This is an optimization exercise on Yosys and OpenROAD, whose aim is small area, not a production implementation.
Only simulation tests tie the RTL to the original design; equivalence was not proved.
The flow treats the clock pin as an ideal source, which a real chip does not have.
Power and IR drop assume default switching activity.

## fir_symm_tdm
module fir_symm_tdm #(
  parameter int unsigned DATA_W    = fir_pkg::DEF_DATA_W,
  parameter int unsigned COEF_W    = fir_pkg::DEF_COEF_W,
  parameter int unsigned TAPS      = fir_pkg::DEF_TAPS,
  parameter int unsigned OUT_SHIFT = 16
) (
  input  logic                          clk,
  input  logic                          rst,
  input  logic                          clear,
  input  logic                          in_valid,
  output logic                          in_ready,
  input  logic [DATA_W-1:0]             in_data,
  input  logic                          coef_we,
  input  logic [5:0]                    coef_addr,
  input  logic [COEF_W-1:0]             coef_wdata,
  output logic                          out_valid,
  output logic [DATA_W-1:0]             out_data,
  output logic                          out_sat
);
For scale: about 4400 cells after synthesis, about 2600 flip-flops, about 64 I/O pins, about 0.063 mm^2 of cells after synthesis.
==> module fir_symm_tdm, before the edit <==
module fir_symm_tdm #(
  parameter int unsigned DATA_W    = fir_pkg::DEF_DATA_W,
  parameter int unsigned COEF_W    = fir_pkg::DEF_COEF_W,
  parameter int unsigned TAPS      = fir_pkg::DEF_TAPS,
  parameter int unsigned OUT_SHIFT = 16
) (
  input  logic                          clk,
  input  logic                          rst,
  input  logic                          clear,
  input  logic                          in_valid,
  output logic                          in_ready,
  input  logic [DATA_W-1:0]             in_data,
  input  logic                          coef_we,
  input  logic [5:0]                    coef_addr,
  input  logic [COEF_W-1:0]             coef_wdata,
  output logic                          out_valid,
  output logic [DATA_W-1:0]             out_data,
  output logic                          out_sat
);
  localparam int unsigned H     = TAPS / 2;
  localparam int unsigned AW    = 6;
  localparam int unsigned NDIG  = fir_pkg::NDIG;
  localparam int unsigned ACC_W = fir_pkg::ACC_W;
  localparam logic signed [ACC_W-1:0] RND_C = ACC_W'(1) << (OUT_SHIFT - 1);
  typedef enum logic [1:0] {
    ST_IDLE = 2'd0,
    ST_ZERO = 2'd1,
    ST_ADJ  = 2'd2,
    ST_PASS = 2'd3
  } state_e;
  state_e        st_q;
  logic [AW-1:0] ph_q, ph_d;    
  logic [3:0]    dig_q;         
  logic          out_valid_q;
  logic          accept;
  logic          ph_last;
  logic          len_a;         
  logic          ld_b;          
  logic          short_b;       
  assign ph_last  = (ph_q == AW'(H - 1));
  assign ph_d     = ph_last ? '0 : ph_q + AW'(1);
  assign in_ready = (st_q == ST_IDLE) && ph_last && !clear && !rst;
  assign accept   = in_valid && in_ready;
  assign len_a    = (st_q == ST_ADJ) && ((dig_q == '0) || (ph_q == '0));
  assign ld_b     = (st_q == ST_ZERO) || ((st_q == ST_ADJ) && (dig_q == '0) && ph_last);
  assign short_b  = (st_q == ST_ADJ) && (dig_q == '0) && (ph_q != '0);
  always_ff @(posedge clk or posedge rst) begin
    if (rst) begin
      st_q        <= ST_ZERO;
      ph_q        <= '0;
      dig_q       <= '0;
      out_valid_q <= 1'b0;
    end else begin
      ph_q        <= ph_d;
      out_valid_q <= 1'b0;
      if (clear) begin
        st_q  <= ST_ZERO;
        dig_q <= '0;
      end else begin
        case (st_q)
          ST_ZERO: begin
            if (ph_last) begin
              dig_q <= dig_q + 4'd1;
              if (dig_q == 4'd3) begin
                st_q  <= ST_IDLE;
                dig_q <= '0;
              end
            end
          end
          ST_IDLE: begin
            if (accept) st_q <= ST_ADJ;
          end
          ST_ADJ: begin
            if (ph_last) begin
              dig_q <= dig_q + 4'd1;
              if (dig_q == 4'd1) begin
                st_q  <= ST_PASS;
                dig_q <= '0;
              end
            end
          end
          default: begin   
            if (ph_last) begin
              dig_q <= dig_q + 4'd1;
              if (dig_q == 4'(NDIG - 1)) begin
                st_q        <= ST_IDLE;
                dig_q       <= '0;
                out_valid_q <= 1'b1;
              end
            end
          end
        endcase
      end
    end
  end
  logic [H-1:0][DATA_W-1:0] ra_q;
  logic [DATA_W-1:0]        xa;        
  logic [H-2:0][DATA_W-1:0] rb_q;
  logic [DATA_W-1:0]        yb_q;
  logic [DATA_W-1:0]        a_in;
  always_comb begin
    if (st_q == ST_ZERO) a_in = '0;
    else if (len_a)      a_in = xa;
    else if (accept)     a_in = in_data;
    else                 a_in = ra_q[0];
  end
  always_ff @(posedge clk) begin
    for (int unsigned i = 0; i + 1 < H; i++) ra_q[i] <= ra_q[i+1];
    ra_q[H-1] <= a_in;
    for (int unsigned i = 0; i + 2 < H; i++) rb_q[i] <= rb_q[i+1];
    rb_q[H-2] <= short_b ? rb_q[0] : yb_q;
    yb_q      <= ld_b ? ra_q[1] : rb_q[0];
  end
  logic [COEF_W-1:0] c_head;
  logic [COEF_W:0]   coef_x;     
  logic [2:0]        bwin;
  fir_coef_ram #(
    .DEPTH  (H),
    .COEF_W (COEF_W),
    .AW     (AW)
  ) u_coef_ram (
    .clk     (clk),
    .rst     (rst),
    .we      (coef_we),
    .waddr   (coef_addr),
    .wdata   (coef_wdata),
    .ph_next (ph_d),
    .head    (c_head)
  );
  assign coef_x = {c_head, 1'b0};
  always_comb begin
    bwin = '0;
    for (int unsigned d = 0; d < NDIG; d++) begin
      if (st_q == ST_PASS && dig_q == 4'(d)) bwin = coef_x[2*d +: 3];
    end
  end
  logic signed [DATA_W:0]   pre;
  logic                     b_neg, b_two, b_one;
  logic signed [DATA_W+1:0] pmag;
  logic signed [ACC_W-1:0]  acc_q, acc_src, acc_add;
  assign pre   = $signed({ra_q[0][DATA_W-1], ra_q[0]}) + $signed({rb_q[0][DATA_W-1], rb_q[0]});
  assign b_neg = bwin[2] && !(bwin[1] && bwin[0]);
  assign b_one = bwin[1] ^ bwin[0];
  assign b_two = (bwin == 3'b011) || (bwin == 3'b100);
  always_comb begin
    if (b_two)      pmag = {pre, 1'b0};
    else if (b_one) pmag = {pre[DATA_W], pre};
    else            pmag = '0;
    acc_add = ACC_W'(pmag) ^ {ACC_W{b_neg}};
    if (st_q != ST_PASS)                   acc_src = ACC_W'(ra_q[0]);
    else if (ph_q == '0 && dig_q == '0)    acc_src = RND_C;
    else if (ph_q == '0)                   acc_src = acc_q >>> 2;
    else                                   acc_src = acc_q;
  end
  always_ff @(posedge clk) begin
    acc_q <= acc_src + acc_add + ACC_W'(b_neg);
  end
  assign xa = acc_q[DATA_W-1:0];
  logic sat_hi, sat_lo;
  assign sat_hi    = !acc_q[ACC_W-1] && (acc_q[ACC_W-2:DATA_W-1] != '0);
  assign sat_lo    =  acc_q[ACC_W-1] && (acc_q[ACC_W-2:DATA_W-1] != '1);
  assign out_valid = out_valid_q;
  assign out_sat   = sat_hi || sat_lo;
  assign out_data  = sat_hi ? {1'b0, {(DATA_W-1){1'b1}}} :
                     sat_lo ? {1'b1, {(DATA_W-1){1'b0}}} : acc_q[DATA_W-1:0];
endmodule
==> flow/config.mk <==
export PLATFORM = sky130hd
export DESIGN_NAME = fir_symm_tdm
export DESIGN_NICKNAME = fir_symm_tdm
export VERILOG_FILES = /design/flow/design.v
export SDC_FILE = /design/flow/constraint.sdc
export NUM_CORES = 4
export LEC_CHECK = 0
export ABC_AREA = 1
export CAP_MARGIN = 20
export CORE_MARGIN = 2
export CORE_UTILIZATION = 70
export SLEW_MARGIN = 20
==> flow/constraint.sdc <==
create_clock -name core_clock -period 12.0 [get_ports {clk}]
set_input_delay 2.4000 -clock core_clock [delete_from_list [all_inputs] [get_ports {clk}]]
set_output_delay 2.4000 -clock core_clock [all_outputs]
set_load 0.01 [all_outputs]
standard.sh (not shown) runs the stock make flow with config.mk's settings and CLKGATE_MAP_FILE= SYNTH_SCRIPT=/design/flow/synth_recipe.tcl, a recipe that flattens the netlist after the stock synthesis.
==> flow/flow/run.sh <==
#!/bin/bash
# The standard layout (standard.sh) with these changes:
#  - synthesis is the standard flow's own script, except that ABC maps the logic with
#    flow/abc_area.script, an area-only mapping (flip-flops are not touched);
#  - clock tree synthesis adds no dummy loads and clusters up to 32 flip-flops
#    within 60 um per leaf buffer;
#  - after clock tree synthesis, flow/downsize_clk.tcl gives each clock buffer
#    the smallest clkbuf that keeps the slew at the pins it drives within 105 ps;
#  - the port buffers are the smallest buffer cell.
# All tool output goes to standard_flow.log and to the ORFS logs under orfs/logs.
set -euo pipefail
work=$PWD
std=$(sed -n 's/.* SYNTH_SCRIPT=\([^ ]*\) .*/\1/p' standard.sh)
[[ -n "$std" ]]
cat > my_synth.tcl <<TCL
proc abc {args} {
  set i [lsearch -exact \$args -script]
  if {\$i >= 0} { lset args [expr {\$i + 1}] $work/flow/abc_area.script }
  yosys abc {*}\$args
}
source $std
TCL
sed "s# SYNTH_SCRIPT=[^ ]* # SYNTH_SCRIPT=$work/my_synth.tcl #" standard.sh > my_standard.sh
grep -q "SYNTH_SCRIPT=$work/my_synth.tcl" my_standard.sh
export CTS_ARGS="-sink_clustering_enable -repair_clock_nets -dont_use_dummy_load -sink_clustering_size 32 -sink_clustering_max_diameter 60"
export POST_CTS_TCL="$work/flow/downsize_clk.tcl"
export BUFFER_PORTS_ARGS="-buffer_cell sky130_fd_sc_hd__buf_1"
bash my_standard.sh > standard_flow.log 2>&1
==> flow/flow/abc_area.script <==
strash;dch;map -a;amap
==> flow/flow/downsize_clk.tcl <==
# Post-CTS: give each clock buffer the smallest clkbuf that keeps the slew at
# every pin its output drives within a limit (estimated from placement).
estimate_parasitics -placement
set clk_slew_limit 0.105
set clk_sizes {sky130_fd_sc_hd__clkbuf_2 sky130_fd_sc_hd__clkbuf_4 sky130_fd_sc_hd__clkbuf_8}
proc clk_out_slew {inst} {
  set worst 0.0
  foreach out [get_pins -of_objects $inst -filter "direction == output"] {
    foreach p [get_pins -of_objects [get_nets -of_objects $out] -filter "direction == input"] {
      set s [get_property $p slew_max]
      if {$s > $worst} { set worst $s }
    }
  }
  return $worst
}
set n_down 0
foreach inst [get_cells clkbuf_*] {
  set orig [get_property $inst ref_name]
  if {$orig != "sky130_fd_sc_hd__clkbuf_16"} { continue }
  foreach size $clk_sizes {
    replace_cell $inst $size
    if {[clk_out_slew $inst] <= $clk_slew_limit} { incr n_down; break }
    replace_cell $inst $orig
  }
}
puts "downsize_clk: $n_down clock buffers downsized"
Edit:
--- a/flow/design.v
+++ b/flow/design.v
@@ -129,25 +129,26 @@
           end
         endcase
       end
     end
   end
   logic [H-1:0][DATA_W-1:0] ra_q;
-  logic [DATA_W-1:0]        xa;        
+  logic [DATA_W-1:0]        xa_q;
   logic [H-2:0][DATA_W-1:0] rb_q;
   logic [DATA_W-1:0]        yb_q;
   logic [DATA_W-1:0]        a_in;
   always_comb begin
     if (st_q == ST_ZERO) a_in = '0;
-    else if (len_a)      a_in = xa;
+    else if (len_a)      a_in = xa_q;
     else if (accept)     a_in = in_data;
     else                 a_in = ra_q[0];
   end
   always_ff @(posedge clk) begin
     for (int unsigned i = 0; i + 1 < H; i++) ra_q[i] <= ra_q[i+1];
     ra_q[H-1] <= a_in;
+    xa_q      <= ra_q[0];
     for (int unsigned i = 0; i + 2 < H; i++) rb_q[i] <= rb_q[i+1];
     rb_q[H-2] <= short_b ? rb_q[0] : yb_q;
     yb_q      <= ld_b ? ra_q[1] : rb_q[0];
   end
   logic [COEF_W-1:0] c_head;
   logic [COEF_W:0]   coef_x;     
@@ -166,13 +167,13 @@
     .head    (c_head)
   );
   assign coef_x = {c_head, 1'b0};
   always_comb begin
     bwin = '0;
     for (int unsigned d = 0; d < NDIG; d++) begin
-      if (st_q == ST_PASS && dig_q == 4'(d)) bwin = coef_x[2*d +: 3];
+      if (dig_q == 4'(d)) bwin = coef_x[2*d +: 3];
     end
   end
   logic signed [DATA_W:0]   pre;
   logic                     b_neg, b_two, b_one;
   logic signed [DATA_W+1:0] pmag;
   logic signed [ACC_W-1:0]  acc_q, acc_src, acc_add;
@@ -182,21 +183,19 @@
   assign b_two = (bwin == 3'b011) || (bwin == 3'b100);
   always_comb begin
     if (b_two)      pmag = {pre, 1'b0};
     else if (b_one) pmag = {pre[DATA_W], pre};
     else            pmag = '0;
     acc_add = ACC_W'(pmag) ^ {ACC_W{b_neg}};
-    if (st_q != ST_PASS)                   acc_src = ACC_W'(ra_q[0]);
-    else if (ph_q == '0 && dig_q == '0)    acc_src = RND_C;
-    else if (ph_q == '0)                   acc_src = acc_q >>> 2;
-    else                                   acc_src = acc_q;
+    if (st_q != ST_PASS || (ph_q == '0 && dig_q == '0)) acc_src = RND_C;
+    else if (ph_q == '0)                                acc_src = acc_q >>> 2;
+    else                                                acc_src = acc_q;
   end
   always_ff @(posedge clk) begin
     acc_q <= acc_src + acc_add + ACC_W'(b_neg);
   end
-  assign xa = acc_q[DATA_W-1:0];
   logic sat_hi, sat_lo;
   assign sat_hi    = !acc_q[ACC_W-1] && (acc_q[ACC_W-2:DATA_W-1] != '0);
   assign sat_lo    =  acc_q[ACC_W-1] && (acc_q[ACC_W-2:DATA_W-1] != '1);
   assign out_valid = out_valid_q;
   assign out_sat   = sat_hi || sat_lo;
   assign out_data  = sat_hi ? {1'b0, {(DATA_W-1){1'b1}}} :
Result: Wire length grows by 1.6%; die area is higher by 0.52%; final area climbs by about 0.4%; sequential power climbs by about 2%; worst setup slack improved by 0.61 ns; combinational power goes up by about 70%; total power increases by 6.4%; register-to-register slack is better by 0.80 ns; clock-buffer cell count grows by 1; hold slack degrades by 0.014 ns; first-iteration DRC count falls by 11%.

[re-timing with driven ports]
How much do the figures lean on ideal ports? The routed layouts below were timed once more, with nothing changed but the port constraints. Step 1 (the two cells are an assumption about what drives the block):
set clk [get_ports {clk}]
set_driving_cell -lib_cell sky130_fd_sc_hd__clkbuf_16 $clk
set_driving_cell -lib_cell sky130_fd_sc_hd__buf_2 [delete_from_list [all_inputs] $clk]
Step 2 adds t to the input delays and takes it off the output delays; t is the mean of the earliest and latest rising clock arrival at the registers after step 1. Input paths then give back, and output paths get back, about the clock's delay inside the block. a / b / c = no drivers / after step 1 / after step 2; a / b = the first two.
run	shift t [ns]	setup WS [ns]	worst setup path after step 2	latest minus earliest clock arrival (ns)
the first run	0.766	4.079 / 4.079 / 4.079	register to register	0.097 / 0.097
the second run	0.763	4.694 / 4.741 / 3.978	input to register	0.091 / 0.092
After both steps setup and hold are still met in every run listed. For the second run, which loses most, drivers alone change the setup slack by +0.047 ns; drivers and shift together by -0.716 ns.
